What follows belongs to an exercise in optimizing a design on an open flow for small area, a short achievable clock period and few clock cycles per item; a production flow would make more cautious choices. RTL that was checked went through simulation tests only; none was proved equivalent to the original.

== JK ==
// depth_pixel_backprojection
module depth_pixel_backprojection
(
    input  logic              i_clk,
    input  logic              i_rst_n,
    input  logic              i_s_tvalid,
    output logic              o_s_tready,
    input  logic [39:0]       i_s_tdata,    
    output logic              o_m_tvalid,
    input  logic              i_m_tready,
    output logic [63:0]       o_m_tdata,    
    output logic [0:0]        o_m_tuser,    
    input  logic              psel,
    input  logic              penable,
    input  logic              pwrite,
    input  logic [APB_AW-1:0] paddr,
    input  logic [APB_DW-1:0] pwdata,
    output logic [APB_DW-1:0] prdata,
    output logic              pready
);
export LEC_CHECK = 0
export CAP_MARGIN = 20
export CORE_MARGIN = 2
export CORE_UTILIZATION = 40
export SETUP_SLACK_MARGIN = 4.9
export SLEW_MARGIN = 20
create_clock -name core_clock -period 8.0 [get_ports {i_clk}]
standard.sh (not shown) runs the stock make flow with config.mk's settings and CLKGATE_MAP_FILE= SYNTH_SCRIPT=/design/flow/synth_recipe.tcl, a recipe that flattens the netlist after the stock synthesis.
==> flow/flow/run.sh <==
#!/bin/bash
# The standard layout (the standard.sh: ORFS synthesis through finish), with
# one change: the buffers that buffer_ports puts on every input and output port
# are sky130_fd_sc_hd__buf_4 cells instead of the delay buffer it picks by
# default. Everything make and its tools print goes to make.log in this folder;
# ORFS keeps each step's own log under orfs/logs/.
set -euo pipefail
export BUFFER_PORTS_ARGS="-buffer_cell sky130_fd_sc_hd__buf_4"
bash standard.sh > make.log 2>&1
Changes in AL relative to JK:
==> flow/run.sh (new file) <==
#!/bin/bash
# synth_recipe.tcl (not shown) runs the flow's synth.tcl, then flattens the netlist and writes it again
# the make line also repeats each setting of config.mk as NAME=value (left out here)
make -C /OpenROAD-flow-scripts/flow DESIGN_CONFIG=/design/flow/config.mk WORK_HOME=/design/flow/orfs CLKGATE_MAP_FILE= SYNTH_SCRIPT=/design/flow/synth_recipe.tcl finish
--- a/flow/config.mk
+++ b/flow/config.mk
@@ -10,3 +10,3 @@
 export CORE_UTILIZATION = 40
-export SETUP_SLACK_MARGIN = 4.9
+export SETUP_SLACK_MARGIN = 4.8
 export SLEW_MARGIN = 20
removed: flow/flow/run.sh
removed: flow/standard.sh
--- outcome ---
- Multi-input logic cell count: AL vs JK — no meaningful difference
- AL: full flow OK, the timing, DRC and antenna checks passed
- Between AL and JK, the setup slack is lower for AL.
- Compared with JK, AL shows portion of the layout cell area used by non-clock buffers lower by 0.39 points.
- The maximum clock frequency of AL is lower than that of JK.
- AL and JK ended up with nearly the same number of global-route vias before repair.
- Changes observed in AL relative to JK: total number of vias moved down.
- met2 global-route usage was lower in the run labelled JK.
- Clock-buffer cell count, AL and JK, lower one = JK.
- Register clock-pin slew on the reported worst setup and hold paths across AL and JK: no real change.
Function was not checked in any run of this note: the RTL went through the layout flow alone.

========
depth_pixel_backprojection, a different RTL version from the one above (not shown whole).
For scale: about 10000 cells after synthesis, ~1600 flip-flops, ~180 I/O pins, about 110000 µm² of cells after synthesis.
Settings: LEC_CHECK=0, CAP_MARGIN=20, CORE_MARGIN=2, CORE_UTILIZATION=40, SETUP_SLACK_MARGIN=5, SLEW_MARGIN=20; clock period 8.0 ns.
run.sh (not shown) runs the stock make flow with config.mk's settings and CLKGATE_MAP_FILE= SYNTH_SCRIPT=/design/flow/synth_recipe.tcl, a recipe that flattens the netlist after the stock synthesis.
Stock flow here: none of the scripts above is used.
Testbench counts at the start, summed over its fixed seeds: cycles 10,032, items 9,600.
Edit:
- ABC_CLOCK_PERIOD_IN_PS: default -> 2500
Outcome:
- synthesized cell count stays the same
- routed wire length does not change
- first-iteration DRC count is unchanged
- clock-buffer cell count stays the same
- global-route usage stays the same

========
depth_pixel_backprojection, a different RTL version from the one above (not shown whole).
Size in the first run: about 10000 cells after synthesis, roughly 180 I/O pins, about 140000 sq um of cells after synthesis.
==> flow/config.mk <==
export PLATFORM = sky130hd
export DESIGN_NAME = depth_pixel_backprojection
export DESIGN_NICKNAME = depth_pixel_backprojection
export VERILOG_FILES = /design/flow/design.v
export SDC_FILE = /design/flow/constraint.sdc
export NUM_CORES = 4
export LEC_CHECK = 0
export CAP_MARGIN = 20
export CORE_MARGIN = 2
export CORE_UTILIZATION = 40
export SETUP_SLACK_MARGIN = 4.5
export SLEW_MARGIN = 20
==> flow/constraint.sdc <==
create_clock -name core_clock -period 8.0 [get_ports {i_clk}]
set_input_delay 1.6000 -clock core_clock [delete_from_list [all_inputs] [get_ports {i_clk}]]
set_output_delay 1.6000 -clock core_clock [all_outputs]
set_load 0.01 [all_outputs]
The first run finished with timing, DRC and antenna clean.
Testbench counts at the start, summed over its fixed seeds: cycles 10,208, items 9,600.
Change:
SETUP_SLACK_MARGIN = 4.4   (was 4.5)
Effect:
- cell area falls slightly
- via count went down slightly
- global-route usage is about the same
- synthesized cell count stays the same
- hold slack stays flat
- count of clock-buffer cells in the layout does not change
- core utilization came out lower by 0.20 points
- setup slack got worse by 0.11 ns

========
pine:
depth_pixel_backprojection again, from the RTL that the note above started with.
clock: 8.0 ns
lec_check: 0
cap_margin: 20
core_margin: 2
core_utilization: 40
cts_buf_list: sky130_fd_sc_hd__clkbuf_8
cts_cluster_size: 20
setup_slack_margin: 4.5
slew_margin: 20
Testbench counts of pine, summed over its fixed seeds: cycles 10,208, items 9,600.
The inputs of birch differ from those of pine as listed below.
-- flow/config.mk --
<<< pine, line 9
export CORE_MARGIN = 2
export CORE_UTILIZATION = 40
export CTS_BUF_LIST = sky130_fd_sc_hd__clkbuf_8
export CTS_CLUSTER_SIZE = 20
export SETUP_SLACK_MARGIN = 4.5
export SLEW_MARGIN = 20
>>> birch, line 9
export CORE_MARGIN = 2
export CORE_UTILIZATION = 40
export SETUP_SLACK_MARGIN = 4.6
export SLEW_MARGIN = 20
As far as width of the die goes, birch and pine are indistinguishable; the numbers are identical. Wire length of the first global-routing pass | birch above pine. On sequential share of layout area, the higher figure sits with pine, not birch. Delta(least setup slack across all paths after layout, birch - pine) > 0. Taking pine as the reference point, the portion of the layout cell area used by non-clock buffers of birch rises by 0.71 points. Against pine, birch comes in 170 ps lower on required time at the endpoint of the critical path. birch -> pine: fraction of synthesized cell area in xor and xnor cells delta 0, exact match. pine has a lower smallest hold slack than birch.

========
Setup of xenon:
depth_pixel_backprojection, a different RTL version from the one above (not shown whole).
Size in the first run: roughly 2800 flip-flops, about 180 I/O pins, roughly 0.14 mm2 of cells after synthesis.
## depth_pixel_backprojection
module depth_pixel_backprojection
(
    input  logic              i_clk,
    input  logic              i_rst_n,
    input  logic              i_s_tvalid,
    output logic              o_s_tready,
    input  logic [39:0]       i_s_tdata,    
    output logic              o_m_tvalid,
    input  logic              i_m_tready,
    output logic [63:0]       o_m_tdata,    
    output logic [0:0]        o_m_tuser,    
    input  logic              psel,
    input  logic              penable,
    input  logic              pwrite,
    input  logic [APB_AW-1:0] paddr,
    input  logic [APB_DW-1:0] pwdata,
    output logic [APB_DW-1:0] prdata,
    output logic              pready
);
clock: 8.0 ns
lec_check: 0
cap_margin: 20
core_margin: 2
core_utilization: 55
cts_buf_list: sky130_fd_sc_hd__clkbuf_8
cts_cluster_size: 20
setup_slack_margin: 4.3
slew_margin: 20
Per the final summary, xenon finished and its layout is clean on timing, DRC and antenna.
Input changes introduced in juniper (baseline for comparison: xenon):
Settings: CTS_BUF_LIST: sky130_fd_sc_hd__clkbuf_8 -> unset; CTS_CLUSTER_SIZE: 20 -> unset; CORE_UTILIZATION: 55 -> 40.
## What came out
- Total buffers and inverters traversed by the critical path was lower in juniper than in xenon.
- Met3 layer usage reported by global route (lower): juniper
- Sequential share of layout area ended up 0.92 points lower on juniper than on xenon.
- Re share of the clock period used by the worst path: juniper is 0.21 points down on xenon.
- [juniper] global-route usage fell 6.6 points relative to xenon
- Number of ordinary and repair buffers in the finished layout: higher on xenon
- Number of fill cells in the layout grows by more than half when moving from xenon to juniper.
- Taking xenon as the reference, in juniper global-route wire length before repair went down; final cell count without fillers went up.
No functional check of the RTL was part of any run of this note.

========
Setup of run a:
depth_pixel_backprojection, a different RTL version from the one above (not shown whole).
For scale: ~180 I/O pins, about 140,000 sq um of cells after synthesis.
clock: 8.0 ns
lec_check: 0
cap_margin: 20
core_margin: 2
core_utilization: 40
setup_slack_margin: 4.3
slew_margin: 20
standard.sh (not shown) runs the stock make flow with config.mk's settings and CLKGATE_MAP_FILE= SYNTH_SCRIPT=/design/flow/synth_recipe.tcl, a recipe that flattens the netlist after the stock synthesis.
==> flow/flow/run.sh <==
#!/bin/bash
# The standard layout (the standard.sh: ORFS synthesis through finish), with
# one change: the buffers that buffer_ports puts on every input and output port
# are sky130_fd_sc_hd__buf_4 cells instead of the delay buffer it picks by
# default. Everything make and its tools print goes to make.log in this folder;
# ORFS keeps each step's own log under orfs/logs/.
set -euo pipefail
export BUFFER_PORTS_ARGS="-buffer_cell sky130_fd_sc_hd__buf_4"
bash standard.sh > make.log 2>&1
What run b does differently from run a at the input level:
==> flow/run.sh (new file) <==
#!/bin/bash
# synth_recipe.tcl (not shown) runs the flow's synth.tcl, then flattens the netlist and writes it again
# the make line also repeats each setting of config.mk as NAME=value (left out here)
make -C /OpenROAD-flow-scripts/flow DESIGN_CONFIG=/design/flow/config.mk WORK_HOME=/design/flow/orfs CLKGATE_MAP_FILE= SYNTH_SCRIPT=/design/flow/synth_recipe.tcl finish
removed: flow/flow/run.sh
removed: flow/standard.sh
==> comparison <==
Total placed instance area essentially unchanged between run b and run a.
Run b reports its critical path launch point as r0_bone[5] while run a reports r0_bone_yn[2].
Of run b and run a, the higher via count belongs to run b.
Function was not checked in any run of this note: the RTL went through the layout flow alone.

========
## the previous run
depth_pixel_backprojection, a different RTL version from the one above (not shown whole).
Size: roughly 10000 cells after synthesis, ~2800 flip-flops, roughly 180 I/O pins, ~0.14 sq mm of cells after synthesis.
==> flow/design.v (excerpt) <==
module depth_pixel_backprojection
(
    input  logic              i_clk,
    input  logic              i_rst_n,
    input  logic              i_s_tvalid,
    output logic              o_s_tready,
    input  logic [39:0]       i_s_tdata,    
    output logic              o_m_tvalid,
    input  logic              i_m_tready,
    output logic [63:0]       o_m_tdata,    
    output logic [0:0]        o_m_tuser,    
    input  logic              psel,
    input  logic              penable,
    input  logic              pwrite,
    input  logic [APB_AW-1:0] paddr,
    input  logic [APB_DW-1:0] pwdata,
    output logic [APB_DW-1:0] prdata,
    output logic              pready
);
==> flow/config.mk <==
export PLATFORM = sky130hd
export DESIGN_NAME = depth_pixel_backprojection
export DESIGN_NICKNAME = depth_pixel_backprojection
export VERILOG_FILES = /design/flow/design.v
export SDC_FILE = /design/flow/constraint.sdc
export NUM_CORES = 4
export LEC_CHECK = 0
export CAP_MARGIN = 20
export CORE_MARGIN = 2
export CORE_UTILIZATION = 40
export SETUP_SLACK_MARGIN = 4.3
export SLEW_MARGIN = 20
==> flow/constraint.sdc <==
create_clock -name core_clock -period 8.0 [get_ports {i_clk}]
set_input_delay 1.6000 -clock core_clock [delete_from_list [all_inputs] [get_ports {i_clk}]]
set_output_delay 1.6000 -clock core_clock [all_outputs]
set_load 0.01 [all_outputs]
run.sh (not shown) runs the stock make flow with config.mk's settings and CLKGATE_MAP_FILE= SYNTH_SCRIPT=/design/flow/synth_recipe.tcl, a recipe that flattens the netlist after the stock synthesis.
Stock flow here: none of the scripts above is used.
Testbench counts of the previous run, summed over its fixed seeds: cycles 10,208, items 9,600.
Setup changes, the previous run to the current run
- SETUP_SLACK_MARGIN: 4.3 -> 4.6
--- outcome ---
- The current run against the previous run: register-to-register slack up 170 ps; number of non-filler instances in the completed layout up 164; core utilization up 0.71 points; final design area excluding fillers up 1.6%.

afterwards: timing with drivers on the ports:
In the flow no input, the clock included, has a driving cell. The finished layouts below were timed again as built, in two steps.
Step 1 assumes that a clkbuf_16 drives the clock port and a buf_2 every other input.
Step 2 moves the port delays by t, midway between the first and last clock arrival at a register: inputs arrive t later, outputs are due t later. That takes back most of the time a late clock gives input paths.
Three values: ideal, step 1, step 2; two values: the first two.
run	shift t [ns]	setup slack, ns	worst slew at a driven data input, ns
JK	0.980	4.692 / 4.692 / 4.375	0.06
AL	0.976	4.592 / 4.592 / 3.941	0.06
the first run of note 2	0.948	1.393 / 1.393 / 1.393	0.30
the second run of note 2	0.948	1.393 / 1.393 / 1.393	0.30
the first run of note 3	1.001	4.579 / 4.477 / 4.219	0.06
the second run of note 3	1.001	4.471 / 4.424 / 4.222	0.06
pine	1.183	4.539 / 4.539 / 4.265	0.06
birch	1.002	4.590 / 4.590 / 4.211	0.06
xenon	1.095	4.247 / 4.247 / 3.482	0.18
juniper	0.978	4.264 / 4.161 / 3.604	0.20
run a	0.997	4.401 / 4.401 / 4.233	0.06
run b	0.988	4.408 / 4.408 / 3.724	0.11
the previous run	0.992	4.384 / 4.283 / 3.994	0.31
the current run	0.995	4.550 / 4.550 / 4.002	0.29
After both steps setup and hold are still met in every run listed. The setup slack of xenon, which loses most, moves by 0.000 ns with the drivers and by -0.765 ns with both steps.
